This is an optimization exercise on Yosys and OpenROAD, whose aim is small area, a short achievable clock period and few clock cycles, not a production implementation. At most, simulation tests tie the RTL to the original design; equivalence was not proved. Power figures rest on the tool's default switching activity, not on a simulated workload.

## rev 12
==> flow/design.v <==
`timescale 1ns / 1ps
package wnm_pkg;
    localparam int MAX_PATTERN = 32;
    localparam int POS_W       = MAX_PATTERN + 1;
    localparam int LEN_W       = $clog2(MAX_PATTERN + 1);
    localparam logic [7:0] ANY_ONE = 8'd63;
    localparam logic [7:0] ANY_RUN = 8'd42;
    localparam logic CMD_LOAD = 1'b0;
    localparam logic CMD_NAME = 1'b1;
    typedef struct packed {
        logic matched;
        logic pattern_overflow;
    } t_result;
endpackage
`timescale 1ns / 1ps
module wnm_cell (
    input  logic       i_clk,
    input  logic       i_shift,
    input  logic [7:0] i_d,
    input  logic [7:0] i_ch,
    output logic [7:0] o_q,
    output logic       o_hit,
    output logic       o_star
);
    logic [7:0] r_byte;
    always_ff @(posedge i_clk) begin
        if (i_shift) begin
            r_byte <= i_d;
        end
    end
    assign o_q    = r_byte;
    assign o_star = (r_byte == wnm_pkg::ANY_RUN);
    assign o_hit  = (r_byte == wnm_pkg::ANY_ONE) || (r_byte == i_ch);
endmodule
`timescale 1ns / 1ps
module wnm_out_skid (
    input  logic             i_clk,
    input  logic             i_rst_n,
    input  logic             i_push,
    input  logic             i_push_next,
    input  wnm_pkg::t_result i_data,
    output logic             o_ready,
    output logic             o_valid,
    input  logic             i_ready,
    output wnm_pkg::t_result o_data
);
    logic    r_out_valid;
    logic    n_out_valid;
    wnm_pkg::t_result r_out;
    wnm_pkg::t_result n_out;
    logic    r_skid_valid;
    logic    n_skid_valid;
    wnm_pkg::t_result r_skid;
    wnm_pkg::t_result n_skid;
    logic    out_free;
    logic    r_ready;
    assign out_free = !r_out_valid || i_ready;
    always_comb begin
        n_out_valid  = r_out_valid;
        n_out        = r_out;
        n_skid_valid = r_skid_valid;
        n_skid       = r_skid;
        if (out_free) begin
            if (r_skid_valid) begin
                n_out_valid  = 1'b1;
                n_out        = r_skid;
                n_skid_valid = i_push;
                n_skid       = i_data;
            end else begin
                n_out_valid  = i_push;
                n_out        = i_data;
            end
        end else if (i_push) begin
            n_skid_valid = 1'b1;
            n_skid       = i_data;
        end
    end
    always_ff @(posedge i_clk) begin
        if (!i_rst_n) begin
            r_out_valid  <= 1'b0;
            r_skid_valid <= 1'b0;
            r_ready      <= 1'b1;
        end else begin
            r_out_valid  <= n_out_valid;
            r_skid_valid <= n_skid_valid;
            r_ready      <= !n_out_valid || (!n_skid_valid && !i_push_next);
        end
    end
    always_ff @(posedge i_clk) begin
        r_out  <= n_out;
        r_skid <= n_skid;
    end
    assign o_ready = r_ready;
    assign o_valid = r_out_valid;
    assign o_data  = r_out;
endmodule
`timescale 1ns / 1ps
module wildcard_name_matcher (
    input  logic       i_clk,
    input  logic       i_rst_n,
    input  logic       i_valid,
    output logic       o_ready,
    input  logic       i_cmd,
    input  logic [7:0] i_ch,
    input  logic       i_last,
    output logic       o_valid,
    input  logic       i_ready,
    output logic       o_matched,
    output logic       o_pattern_overflow
);
    localparam int N  = wnm_pkg::MAX_PATTERN;
    localparam int LW = wnm_pkg::LEN_W;
    logic [LW-1:0]  r_cnt;            
    logic [LW-1:0]  r_len;            
    logic           r_lstar;          
    logic           r_ovf;
    logic           r_load_restart;
    logic           r_name_restart;
    logic [N:0]     r_act;
    logic           in_fire;
    logic           r_in_v;
    logic           r_in_cmd;
    logic [7:0]     r_in_ch;
    logic           r_in_last;
    logic           load_fire;
    logic           name_fire;
    logic           ch_star;
    logic [LW-1:0]  ld_cnt;
    logic [LW-1:0]  ld_len;
    logic           ld_lstar;
    logic           ld_ovf;
    logic           ld_room;
    logic           shift;
    logic [7:0]     d   [N+1];
    logic [N-1:0]   hit;
    logic [N-1:0]   star;
    logic [N:0]     start;
    logic [N:0]     init;
    logic [N:0]     cur;
    logic [N:0]     step;
    logic [N:0]     closed;
    logic           push;
    wnm_pkg::t_result push_data;
    wnm_pkg::t_result out_data;
    assign in_fire = i_valid && o_ready;
    always_ff @(posedge i_clk) begin
        if (!i_rst_n) begin
            r_in_v <= 1'b0;
        end else begin
            r_in_v <= in_fire;
        end
    end
    always_ff @(posedge i_clk) begin
        r_in_cmd  <= i_cmd;
        r_in_ch   <= i_ch;
        r_in_last <= i_last;
    end
    assign load_fire = r_in_v && (r_in_cmd == wnm_pkg::CMD_LOAD);
    assign name_fire = r_in_v && (r_in_cmd == wnm_pkg::CMD_NAME);
    assign ch_star   = (r_in_ch == wnm_pkg::ANY_RUN);
    assign ld_cnt   = r_load_restart ? '0 : r_cnt;
    assign ld_len   = r_load_restart ? '0 : r_len;
    assign ld_lstar = !r_load_restart && r_lstar;
    assign ld_ovf   = !r_load_restart && r_ovf;
    assign ld_room  = (ld_cnt < LW'(N));
    assign shift    = load_fire && ld_room && !(ch_star && ld_lstar);
    assign d[0] = r_in_ch;
    for (genvar i = 0; i < N; i++) begin : g_cell
        wnm_cell u_cell (
            .i_clk   (i_clk),
            .i_shift (shift),
            .i_d     (d[i]),
            .i_ch    (r_in_ch),
            .o_q     (d[i+1]),
            .o_hit   (hit[i]),
            .o_star  (star[i])
        );
    end
    for (genvar q = 0; q <= N; q++) begin : g_pos
        assign start[q] = (r_len == LW'(q));
        if (q < N) begin : g_lo
            assign init[q] = start[q] || (start[q+1] && star[q]);
        end else begin : g_hi
            assign init[q] = start[q];
        end
    end
    assign cur = r_name_restart ? init : r_act;
    for (genvar q = 0; q <= N; q++) begin : g_step
        logic stay;
        logic move;
        if (q > 0) begin : g_stay
            assign stay = cur[q] && star[q-1];
        end else begin : g_nostay
            assign stay = 1'b0;
        end
        if (q < N) begin : g_move
            assign move = cur[q+1] && hit[q];
        end else begin : g_nomove
            assign move = 1'b0;
        end
        assign step[q] = stay || move;
    end
    for (genvar q = 0; q <= N; q++) begin : g_close
        if (q < N) begin : g_lo
            assign closed[q] = step[q] || (step[q+1] && star[q]);
        end else begin : g_hi
            assign closed[q] = step[q];
        end
    end
    assign push                       = name_fire && r_in_last;
    assign push_data.matched          = closed[0];
    assign push_data.pattern_overflow = r_ovf;
    always_ff @(posedge i_clk) begin
        if (!i_rst_n) begin
            r_cnt          <= '0;
            r_len          <= '0;
            r_lstar        <= 1'b0;
            r_ovf          <= 1'b0;
            r_load_restart <= 1'b1;
            r_name_restart <= 1'b1;
        end else if (load_fire) begin
            r_cnt          <= ld_room ? ld_cnt + LW'(1) : ld_cnt;
            r_len          <= shift ? ld_len + LW'(1) : ld_len;
            r_lstar        <= shift ? ch_star : ld_lstar;
            r_ovf          <= ld_ovf || !ld_room;
            r_load_restart <= r_in_last;
            r_name_restart <= 1'b1;
        end else if (name_fire) begin
            r_name_restart <= r_in_last;
        end
    end
    always_ff @(posedge i_clk) begin
        if (name_fire) begin
            r_act <= closed;
        end
    end
    wnm_out_skid u_out (
        .i_clk   (i_clk),
        .i_rst_n (i_rst_n),
        .i_push  (push),
        .i_push_next (in_fire && (i_cmd == wnm_pkg::CMD_NAME) && i_last),
        .i_data  (push_data),
        .o_ready (o_ready),
        .o_valid (o_valid),
        .i_ready (i_ready),
        .o_data  (out_data)
    );
    assign o_matched          = out_data.matched;
    assign o_pattern_overflow = out_data.pattern_overflow;
endmodule
clock: 5.0 ns
lec_check: 0
cap_margin: 20
core_margin: 2
core_utilization: 40
setup_slack_margin: 2.9
slew_margin: 20
run.sh (not shown) runs the stock make flow with config.mk's settings and CLKGATE_MAP_FILE= SYNTH_SCRIPT=/design/flow/synth_recipe.tcl, a recipe that flattens the netlist after the stock synthesis.
For rev 13, these inputs were changed with respect to rev 12:
--- a/flow/design.v
+++ b/flow/design.v
@@ -37,7 +37,6 @@
     input  logic             i_clk,
     input  logic             i_rst_n,
     input  logic             i_push,
-    input  logic             i_push_next,
     input  wnm_pkg::t_result i_data,
     output logic             o_ready,
     output logic             o_valid,
@@ -53,7 +52,6 @@
     wnm_pkg::t_result r_skid;
     wnm_pkg::t_result n_skid;
     logic    out_free;
-    logic    r_ready;
     assign out_free = !r_out_valid || i_ready;
     always_comb begin
         n_out_valid  = r_out_valid;
@@ -79,18 +77,16 @@
         if (!i_rst_n) begin
             r_out_valid  <= 1'b0;
             r_skid_valid <= 1'b0;
-            r_ready      <= 1'b1;
         end else begin
             r_out_valid  <= n_out_valid;
             r_skid_valid <= n_skid_valid;
-            r_ready      <= !n_out_valid || (!n_skid_valid && !i_push_next);
         end
     end
     always_ff @(posedge i_clk) begin
         r_out  <= n_out;
         r_skid <= n_skid;
     end
-    assign o_ready = r_ready;
+    assign o_ready = !r_skid_valid;
     assign o_valid = r_out_valid;
     assign o_data  = r_out;
 endmodule
@@ -118,10 +114,6 @@
     logic           r_name_restart;
     logic [N:0]     r_act;
     logic           in_fire;
-    logic           r_in_v;
-    logic           r_in_cmd;
-    logic [7:0]     r_in_ch;
-    logic           r_in_last;
     logic           load_fire;
     logic           name_fire;
     logic           ch_star;
@@ -142,35 +134,23 @@
     logic           push;
     wnm_pkg::t_result push_data;
     wnm_pkg::t_result out_data;
-    assign in_fire = i_valid && o_ready;
-    always_ff @(posedge i_clk) begin
-        if (!i_rst_n) begin
-            r_in_v <= 1'b0;
-        end else begin
-            r_in_v <= in_fire;
-        end
-    end
-    always_ff @(posedge i_clk) begin
-        r_in_cmd  <= i_cmd;
-        r_in_ch   <= i_ch;
-        r_in_last <= i_last;
-    end
-    assign load_fire = r_in_v && (r_in_cmd == wnm_pkg::CMD_LOAD);
-    assign name_fire = r_in_v && (r_in_cmd == wnm_pkg::CMD_NAME);
-    assign ch_star   = (r_in_ch == wnm_pkg::ANY_RUN);
+    assign in_fire   = i_valid && o_ready;
+    assign load_fire = in_fire && (i_cmd == wnm_pkg::CMD_LOAD);
+    assign name_fire = in_fire && (i_cmd == wnm_pkg::CMD_NAME);
+    assign ch_star   = (i_ch == wnm_pkg::ANY_RUN);
     assign ld_cnt   = r_load_restart ? '0 : r_cnt;
     assign ld_len   = r_load_restart ? '0 : r_len;
     assign ld_lstar = !r_load_restart && r_lstar;
     assign ld_ovf   = !r_load_restart && r_ovf;
     assign ld_room  = (ld_cnt < LW'(N));
     assign shift    = load_fire && ld_room && !(ch_star && ld_lstar);
-    assign d[0] = r_in_ch;
+    assign d[0] = i_ch;
     for (genvar i = 0; i < N; i++) begin : g_cell
         wnm_cell u_cell (
             .i_clk   (i_clk),
             .i_shift (shift),
             .i_d     (d[i]),
-            .i_ch    (r_in_ch),
+            .i_ch    (i_ch),
             .o_q     (d[i+1]),
             .o_hit   (hit[i]),
             .o_star  (star[i])
@@ -207,7 +187,7 @@
             assign closed[q] = step[q];
         end
     end
-    assign push                       = name_fire && r_in_last;
+    assign push                       = name_fire && i_last;
     assign push_data.matched          = closed[0];
     assign push_data.pattern_overflow = r_ovf;
     always_ff @(posedge i_clk) begin
@@ -223,10 +203,10 @@
             r_len          <= shift ? ld_len + LW'(1) : ld_len;
             r_lstar        <= shift ? ch_star : ld_lstar;
             r_ovf          <= ld_ovf || !ld_room;
-            r_load_restart <= r_in_last;
+            r_load_restart <= i_last;
             r_name_restart <= 1'b1;
         end else if (name_fire) begin
-            r_name_restart <= r_in_last;
+            r_name_restart <= i_last;
         end
     end
     always_ff @(posedge i_clk) begin
@@ -238,7 +218,6 @@
         .i_clk   (i_clk),
         .i_rst_n (i_rst_n),
         .i_push  (push),
-        .i_push_next (in_fire && (i_cmd == wnm_pkg::CMD_NAME) && i_last),
         .i_data  (push_data),
         .o_ready (o_ready),
         .o_valid (o_valid),
==> summary.txt <==
Rev 13 vs rev 12: multi-input gate count up
Rev 13 ended up with a higher total power than rev 12 did.
Final clock period utilization by the worst path for rev 13 is higher than for rev 12.
Compared with rev 12, rev 13 shows met3 routing resource usage after global routing higher by 0.33 points.
Rev 13 vs. rev 12: clock skew decreased by 5.3 ps relative to the old numbers; detail-routed via count per cell increased by about 5% relative to the old numbers.
Rev 13: sequential element share of the synthesized area 0.22 points below rev 12
As far as number of levels the H-tree was split into goes, rev 12 and rev 13 are indistinguishable; the numbers are identical.
For sequential logic power, rev 12 and rev 13 come out practically identical.
Summary: with rev 12 as the reference, final standard cell count with taps included and fillers excluded in rev 13 moved up by a few percent.
Rev 13: utilization is 3.0 points higher than what rev 12 reported.
Non-clock inverter count in the final layout ended up 14 lower on rev 13 than on rev 12.
In the reports for rev 12 and rev 13, the larger initial detailed-routing violation count belongs to rev 12.
In rev 13 relative to rev 12, clock-buffer cell count had gone up by a few percent.
Testbench counts of rev 13, summed over its fixed seeds: cycles 32,674.
No functional check of the RTL was part of rev 12.

## re-timing with driven ports
The flow's constraints put no driver on any port. The routed layouts listed below were extracted and timed again, unchanged, in two steps.
Step 1: set_driving_cell puts a clkbuf_16 on i_clk and a buf_2 on each other input, an assumption about the parent block.
Step 2 adds t to the input delays and takes it off the output delays; t is the mean of the earliest and latest rising clock arrival at the registers after step 1. Input paths then give back, and output paths get back, about the clock's delay inside the block.
Slacks: ideal ports / drivers / drivers and shift; pairs: ideal ports / drivers.
run | t (ns) | slack for setup (ns) | worst setup path at the end | worst slew at a driven data input, ns | pins driven straight from the clock port
rev 12 | 0.573 | 2.941 / 2.890 / 2.535 | input to register | 0.04 | 1
rev 13 | 0.576 | 2.899 / 2.843 / 2.340 | input to register | 0.08 | 1
After both steps setup and hold are still met in every run listed. For rev 13, which loses most, drivers alone change the setup slack by -0.056 ns; drivers and shift together by -0.559 ns.
